From an optimization exercise on the open Yosys and OpenROAD flow, aimed at small area, a short achievable clock period and few clock cycles per item; shortcuts taken in it are not production practice.

==> job 7610 <==
==> flow/design.v <==
`timescale 1ns/1ps
`default_nettype none
module div_top (
    input  wire         clk,
    input  wire         rst_n,
    input  wire  [31:0] op1,     
    input  wire  [31:0] op2,     
    input  wire  [2:0]  funct3,
    input  wire         start,
    input  wire         ack,
    output logic [31:0] result,
    output logic        done
);
    localparam logic [1:0] S_IDLE = 2'd0, S_SETUP = 2'd1, S_ITER = 2'd2, S_NEG = 2'd3;
    localparam int DW = 33;              
    localparam int W  = 36;              
    logic [1:0]    st;
    logic [31:0]   a_r;    
    logic [DW-1:0] b_r;    
    logic [31:0]   q_r;    
    logic [1:0]    fn;     
    logic          a_ng;   
    logic          b_ng;   
    logic [3:0]    cnt;    
    logic          neg;    
    logic accept;
    assign accept = start && (st == S_IDLE) && (!done || ack);
    logic        sgn_i, an_i, bn_i, rem_i;
    logic        div0_i, ovfl_i, zq_i, fin_i;
    logic [31:0] imm_i;
    assign rem_i  = funct3[1];
    assign sgn_i  = !funct3[0];
    assign an_i   = sgn_i && op1[31];
    assign bn_i   = sgn_i && op2[31];
    assign div0_i = (op2 == 32'd0);
    assign ovfl_i = sgn_i && (op1 == 32'h8000_0000) && (op2 == 32'hffff_ffff);
    assign zq_i   = (op1 < op2) && !an_i && !bn_i;
    assign fin_i  = div0_i || ovfl_i || zq_i;
    assign imm_i[30:0] = rem_i ? op1[30:0] : {31{div0_i}};
    assign imm_i[31]   = (rem_i ? op1[31] : div0_i) ^ ovfl_i;
    logic        is_rem;
    logic [31:0] aa, bb;
    logic [6:0]  sh;
    logic [5:0]  sh_c;                   
    assign is_rem = fn[1];
    assign aa     = a_r + 32'(a_ng);     
    assign bb     = b_r[31:0] + 32'(b_ng);
    function automatic logic [5:0] top_bit(input logic [31:0] x);  
        logic [7:0] nz;
        logic [1:0] loc [0:7];
        logic [2:0] g;
        for (int i = 0; i < 8; i++) begin
            nz[i]  = |x[4*i +: 4];
            loc[i] = x[4*i+3] ? 2'd3 : x[4*i+2] ? 2'd2 : x[4*i+1] ? 2'd1 : 2'd0;
        end
        g[2] = |nz[7:4];
        g[1] = g[2] ? |nz[7:6] : |nz[3:2];
        g[0] = g[2] ? (g[1] ? nz[7] : nz[5]) : (g[1] ? nz[3] : nz[1]);
        top_bit = {~|nz, g, loc[g]};
    endfunction
    logic [5:0] ta, tb;
    assign ta = top_bit(a_r);
    assign tb = top_bit(b_r[31:0]);
    assign sh   = 7'(signed'(ta[5] ? 6'h3f : {1'b0, ta[4:0]}))
                - 7'(signed'(tb[5] ? 6'h3f : {1'b0, tb[4:0]})) + 7'(a_ng);
    assign sh_c = sh[6] ? 6'd0 : (sh[5] ? 6'd31 : sh[5:0]);
    logic [W-1:0] r0, d1, d2, cs_s, cs_c;
    logic [W:0]   t1, t2, t3;
    logic         ge1, ge2, ge3;
    logic [1:0]   qd;
    logic [31:0]  r_nx, qn;
    assign r0 = W'(a_r);
    assign d1 = W'(b_r);
    assign d2 = W'(b_r) << 1;
    assign cs_s = r0 ^ ~d1 ^ ~d2;
    assign cs_c = (r0 & ~d1) | (r0 & ~d2) | (~d1 & ~d2);
    assign t1 = {1'b0, r0} - {1'b0, d1};
    assign t2 = {1'b0, r0} - {1'b0, d2};
    assign t3 = {1'b0, cs_s} + {cs_c, 1'b1} + (W + 1)'(1);
    assign ge1 = !t1[W];
    assign ge2 = !t2[W];
    assign ge3 = !t3[W];
    always_comb begin
        if (ge3)      begin qd = 2'd3; r_nx = t3[31:0]; end
        else if (ge2) begin qd = 2'd2; r_nx = t2[31:0]; end
        else if (ge1) begin qd = 2'd1; r_nx = t1[31:0]; end
        else          begin qd = 2'd0; r_nx = a_r;      end
    end
    assign qn = {q_r[29:0], qd};
    always_ff @(posedge clk or negedge rst_n) begin
        if (!rst_n) begin
            st   <= S_IDLE;
            done <= 1'b0;
        end else begin
            case (st)
                S_IDLE: begin
                    if (accept) begin
                        st   <= fin_i ? S_IDLE : S_SETUP;
                        done <= fin_i;
                    end else if (ack) begin
                        done <= 1'b0;
                    end
                end
                S_SETUP: st <= S_ITER;
                S_ITER: begin
                    if (cnt == 4'd0) begin
                        if (neg) begin
                            st <= S_NEG;
                        end else begin
                            st   <= S_IDLE;
                            done <= 1'b1;
                        end
                    end
                end
                default: begin
                    st   <= S_IDLE;
                    done <= 1'b1;
                end
            endcase
        end
    end
    always_ff @(posedge clk) begin
        case (st)
            S_IDLE: begin
                if (accept) begin
                    q_r  <= imm_i;
                    fn   <= funct3[1:0];
                    a_ng <= an_i;
                    b_ng <= bn_i;
                end
            end
            S_SETUP: begin
                neg <= is_rem ? a_ng : (a_ng ^ b_ng);
            end
            S_ITER: begin
                q_r <= (cnt == 4'd0 && is_rem) ? r_nx : qn;
            end
            default: begin
                q_r <= ~q_r + 32'd1;
            end
        endcase
    end
    always_ff @(posedge clk) begin
        case (st)
            S_IDLE: begin
                a_r <= an_i ? ~op1 : op1;
                b_r <= DW'(bn_i ? ~op2 : op2);
            end
            S_SETUP: begin
                a_r <= aa;
                b_r <= DW'(bb) << {sh_c[4:1], 1'b0};
            end
            default: begin
                a_r <= r_nx;
                b_r <= b_r >> 2;
            end
        endcase
        cnt <= (st == S_SETUP) ? sh_c[4:1] : cnt - 4'd1;
    end
    assign result = q_r;
endmodule
`default_nettype wire
==> flow/flow/run.sh <==
#!/bin/bash
# standard layout (the standard.sh) with two changes to how it is made:
#  - the port buffers are buf_4 cells instead of the smallest buffer
#  - the timing repair is asked to leave MARGIN ns of setup slack at the design's
#    clock period (the constraints themselves are unchanged)
set -uo pipefail
MARGIN=12
bash standard.sh "BUFFER_PORTS_ARGS=-buffer_cell sky130_fd_sc_hd__buf_4" \
    SETUP_SLACK_MARGIN=$MARGIN finish > make_finish.log 2>&1
==> flow/standard.sh <==
#!/bin/bash
# synth_recipe.tcl (not shown) runs the flow's synth.tcl, then flattens the netlist and writes it again
# the make line also repeats each setting of config.mk as NAME=value (left out here)
make -C /OpenROAD-flow-scripts/flow DESIGN_CONFIG=/design/flow/config.mk WORK_HOME=/design/flow/orfs CLKGATE_MAP_FILE= SYNTH_SCRIPT=/design/flow/synth_recipe.tcl "${@:-finish}"
==> flow/config.mk <==
export PLATFORM = sky130hd
export DESIGN_NAME = div_top
export DESIGN_NICKNAME = div_top
export VERILOG_FILES = /design/flow/design.v
export SDC_FILE = /design/flow/constraint.sdc
export NUM_CORES = 4
export LEC_CHECK = 0
export CAP_MARGIN = 20
export CORE_MARGIN = 2
export CORE_UTILIZATION = 40
export SLEW_MARGIN = 20
==> flow/constraint.sdc <==
create_clock -name core_clock -period 17.5 [get_ports {clk}]
set_input_delay 3.5000 -clock core_clock [delete_from_list [all_inputs] [get_ports {clk}]]
set_output_delay 3.5000 -clock core_clock [all_outputs]
set_load 0.01 [all_outputs]
==> job 3330 (differences from job 7610) <==
--- a/flow/design.v
+++ b/flow/design.v
@@ -20,11 +20,10 @@
     logic [31:0]   q_r;    
     logic [1:0]    fn;     
-    logic          a_ng;   
-    logic          b_ng;   
-    logic [3:0]    cnt;    
+    logic [4:0]    cnt;    
     logic          neg;    
     logic accept;
     assign accept = start && (st == S_IDLE) && (!done || ack);
     logic        sgn_i, an_i, bn_i, rem_i;
+    logic [31:0] a1_i, b1_i;
     logic        div0_i, ovfl_i, zq_i, fin_i;
     logic [31:0] imm_i;
@@ -33,36 +32,39 @@
     assign an_i   = sgn_i && op1[31];
     assign bn_i   = sgn_i && op2[31];
+    assign a1_i   = an_i ? ~op1 : op1;   
+    assign b1_i   = bn_i ? ~op2 : op2;
     assign div0_i = (op2 == 32'd0);
     assign ovfl_i = sgn_i && (op1 == 32'h8000_0000) && (op2 == 32'hffff_ffff);
-    assign zq_i   = (op1 < op2) && !an_i && !bn_i;
+    assign zq_i   = (a1_i < b1_i) && !(an_i && !bn_i);
     assign fin_i  = div0_i || ovfl_i || zq_i;
-    assign imm_i[30:0] = rem_i ? op1[30:0] : {31{div0_i}};
-    assign imm_i[31]   = (rem_i ? op1[31] : div0_i) ^ ovfl_i;
-    logic        is_rem;
-    logic [31:0] aa, bb;
+    always_comb begin
+        if (ovfl_i)      imm_i = rem_i ? 32'd0 : op1;
+        else if (rem_i)  imm_i = op1;
+        else             imm_i = div0_i ? 32'hffff_ffff : 32'd0;
+    end
+    logic        sgn, a_neg, b_neg, is_rem;
+    logic [31:0] a_inv, aa, bb, a_1c, b_1c;
+    logic [5:0]  la, lb;                 
     logic [6:0]  sh;
     logic [5:0]  sh_c;                   
     assign is_rem = fn[1];
-    assign aa     = a_r + 32'(a_ng);     
-    assign bb     = b_r[31:0] + 32'(b_ng);
-    function automatic logic [5:0] top_bit(input logic [31:0] x);  
-        logic [7:0] nz;
-        logic [1:0] loc [0:7];
-        logic [2:0] g;
-        for (int i = 0; i < 8; i++) begin
-            nz[i]  = |x[4*i +: 4];
-            loc[i] = x[4*i+3] ? 2'd3 : x[4*i+2] ? 2'd2 : x[4*i+1] ? 2'd1 : 2'd0;
+    assign sgn    = !fn[0];
+    assign a_neg  = sgn && a_r[31];
+    assign b_neg  = sgn && b_r[31];
+    assign a_inv  = -a_r;                
+    assign aa     = a_neg ? a_inv : a_r;
+    assign bb     = b_neg ? -b_r[31:0] : b_r[31:0];
+    assign a_1c   = a_neg ? ~a_r : a_r;
+    assign b_1c   = b_neg ? ~b_r[31:0] : b_r[31:0];
+    always_comb begin
+        la = 6'd0;
+        lb = 6'd0;
+        for (int i = 0; i < 32; i++) begin
+            if (a_1c[i]) la = 6'(i + 1);
+            if (b_1c[i]) lb = 6'(i + 1);
         end
-        g[2] = |nz[7:4];
-        g[1] = g[2] ? |nz[7:6] : |nz[3:2];
-        g[0] = g[2] ? (g[1] ? nz[7] : nz[5]) : (g[1] ? nz[3] : nz[1]);
-        top_bit = {~|nz, g, loc[g]};
-    endfunction
-    logic [5:0] ta, tb;
-    assign ta = top_bit(a_r);
-    assign tb = top_bit(b_r[31:0]);
-    assign sh   = 7'(signed'(ta[5] ? 6'h3f : {1'b0, ta[4:0]}))
-                - 7'(signed'(tb[5] ? 6'h3f : {1'b0, tb[4:0]})) + 7'(a_ng);
-    assign sh_c = sh[6] ? 6'd0 : (sh[5] ? 6'd31 : sh[5:0]);
+    end
+    assign sh   = {1'b0, la} + 7'(a_neg) - {1'b0, lb};
+    assign sh_c = sh[6] ? 6'd0 : sh[5:0];
     logic [W-1:0] r0, d1, d2, cs_s, cs_c;
     logic [W:0]   t1, t2, t3;
@@ -104,5 +106,5 @@
                 S_SETUP: st <= S_ITER;
                 S_ITER: begin
-                    if (cnt == 4'd0) begin
+                    if (cnt == 5'd0) begin
                         if (neg) begin
                             st <= S_NEG;
@@ -124,39 +126,28 @@
             S_IDLE: begin
                 if (accept) begin
-                    q_r  <= imm_i;
-                    fn   <= funct3[1:0];
-                    a_ng <= an_i;
-                    b_ng <= bn_i;
+                    a_r <= fin_i ? imm_i : op1;
+                    b_r <= DW'(op2);
+                    fn  <= funct3[1:0];
                 end
             end
             S_SETUP: begin
-                neg <= is_rem ? a_ng : (a_ng ^ b_ng);
+                q_r <= 32'd0;
+                cnt <= sh_c[5:1];
+                neg <= is_rem ? a_neg : (a_neg ^ b_neg);
+                a_r <= aa;
+                b_r <= DW'(bb) << {sh_c[5:1], 1'b0};
             end
             S_ITER: begin
-                q_r <= (cnt == 4'd0 && is_rem) ? r_nx : qn;
+                q_r <= qn;
+                b_r <= b_r >> 2;
+                cnt <= cnt - 5'd1;
+                a_r <= (cnt == 5'd0 && !is_rem) ? qn : r_nx;
             end
             default: begin
-                q_r <= ~q_r + 32'd1;
+                a_r <= a_inv;
             end
         endcase
     end
-    always_ff @(posedge clk) begin
-        case (st)
-            S_IDLE: begin
-                a_r <= an_i ? ~op1 : op1;
-                b_r <= DW'(bn_i ? ~op2 : op2);
-            end
-            S_SETUP: begin
-                a_r <= aa;
-                b_r <= DW'(bb) << {sh_c[4:1], 1'b0};
-            end
-            default: begin
-                a_r <= r_nx;
-                b_r <= b_r >> 2;
-            end
-        endcase
-        cnt <= (st == S_SETUP) ? sh_c[4:1] : cnt - 4'd1;
-    end
-    assign result = q_r;
+    assign result = a_r;
 endmodule
 `default_nettype wire
==> flow/run.sh (new file) <==
#!/bin/bash
# synth_recipe.tcl (not shown) runs the flow's synth.tcl, then flattens the netlist and writes it again
# the make line also repeats each setting of config.mk as NAME=value (left out here)
make -C /OpenROAD-flow-scripts/flow DESIGN_CONFIG=/design/flow/config.mk WORK_HOME=/design/flow/orfs CLKGATE_MAP_FILE= SYNTH_SCRIPT=/design/flow/synth_recipe.tcl finish
removed: flow/flow/run.sh
removed: flow/standard.sh
==> job 7261 (differences from job 7610) <==
--- a/flow/design.v
+++ b/flow/design.v
@@ -42,5 +42,6 @@
     logic [31:0] aa, bb;
     logic [6:0]  sh;
-    logic [5:0]  sh_c;                   
+    logic        sh_ng;
+    logic [DW-1:0] b_al;                
     assign is_rem = fn[1];
     assign aa     = a_r + 32'(a_ng);     
@@ -62,7 +63,7 @@
     assign ta = top_bit(a_r);
     assign tb = top_bit(b_r[31:0]);
-    assign sh   = 7'(signed'(ta[5] ? 6'h3f : {1'b0, ta[4:0]}))
-                - 7'(signed'(tb[5] ? 6'h3f : {1'b0, tb[4:0]})) + 7'(a_ng);
-    assign sh_c = sh[6] ? 6'd0 : (sh[5] ? 6'd31 : sh[5:0]);
+    assign sh    = 7'({1'b0, ta[4:0]}) + 7'(a_ng) - 7'({1'b0, tb[4:0]});
+    assign sh_ng = sh[6];
+    assign b_al  = sh_ng ? DW'(bb) : DW'(bb) << {sh[4:1], 1'b0};
     logic [W-1:0] r0, d1, d2, cs_s, cs_c;
     logic [W:0]   t1, t2, t3;
@@ -149,5 +150,5 @@
             S_SETUP: begin
                 a_r <= aa;
-                b_r <= DW'(bb) << {sh_c[4:1], 1'b0};
+                b_r <= b_al;
             end
             default: begin
@@ -156,5 +157,5 @@
             end
         endcase
-        cnt <= (st == S_SETUP) ? sh_c[4:1] : cnt - 4'd1;
+        cnt <= (st == S_SETUP) ? (sh_ng ? 4'd0 : sh[4:1]) : cnt - 4'd1;
     end
     assign result = q_r;
--- a/flow/flow/run.sh
+++ b/flow/flow/run.sh
@@ -5,5 +5,5 @@
 #    clock period (the constraints themselves are unchanged)
 set -uo pipefail
-MARGIN=12
+MARGIN=12.5
 bash standard.sh "BUFFER_PORTS_ARGS=-buffer_cell sky130_fd_sc_hd__buf_4" \
     SETUP_SLACK_MARGIN=$MARGIN finish > make_finish.log 2>&1
==> comparison <==
Flip-flop and latch count: job 7261 is higher than job 3330 (2).
Worst setup slack: job 7261 > job 7610 > job 3330.
The highest synthesized cell count belongs to job 7261, the lowest to job 3330.
The highest non-clock buffer count belongs to job 7261, the lowest to job 3330.
Job 3330 passed the timing, design-rule and antenna checks. Job 7261 finished with timing, DRC and antenna clean. Job 7610 finished with timing, DRC and antenna clean.
No functional check of the RTL was part of any run of this note.

## static timing again, ports no longer ideal
How much do the figures lean on ideal ports? The routed layouts below were timed once more, with nothing changed but the port constraints. Step 1: set_driving_cell puts a clkbuf_16 on clk and a buf_2 on each other input, an assumption about the parent block. Step 2 also shifts input and output timing later by t, the mid clock arrival at the registers, as if the neighbouring blocks saw the same clock. Three values: ideal ports, drivers, drivers and shift; two values: the first two.
run | t (ns) | setup WS [ns] | hold slack, ns | worst setup path at the end
job 7610 | 0.418 | 12.019 / 12.019 / 11.725 | 0.566 / 0.566 / 0.566 | input to register
job 3330 | 0.425 | 8.920 / 8.951 / 8.525 | 0.553 / 0.553 / 0.553 | input to register
job 7261 | 0.428 | 12.044 / 12.061 / 11.633 | 0.480 / 0.480 / 0.480 | input to register
After both steps setup and hold are still met in every run listed. The setup slack of job 7261, which loses most, moves by +0.017 ns with the drivers and by -0.411 ns with both steps.
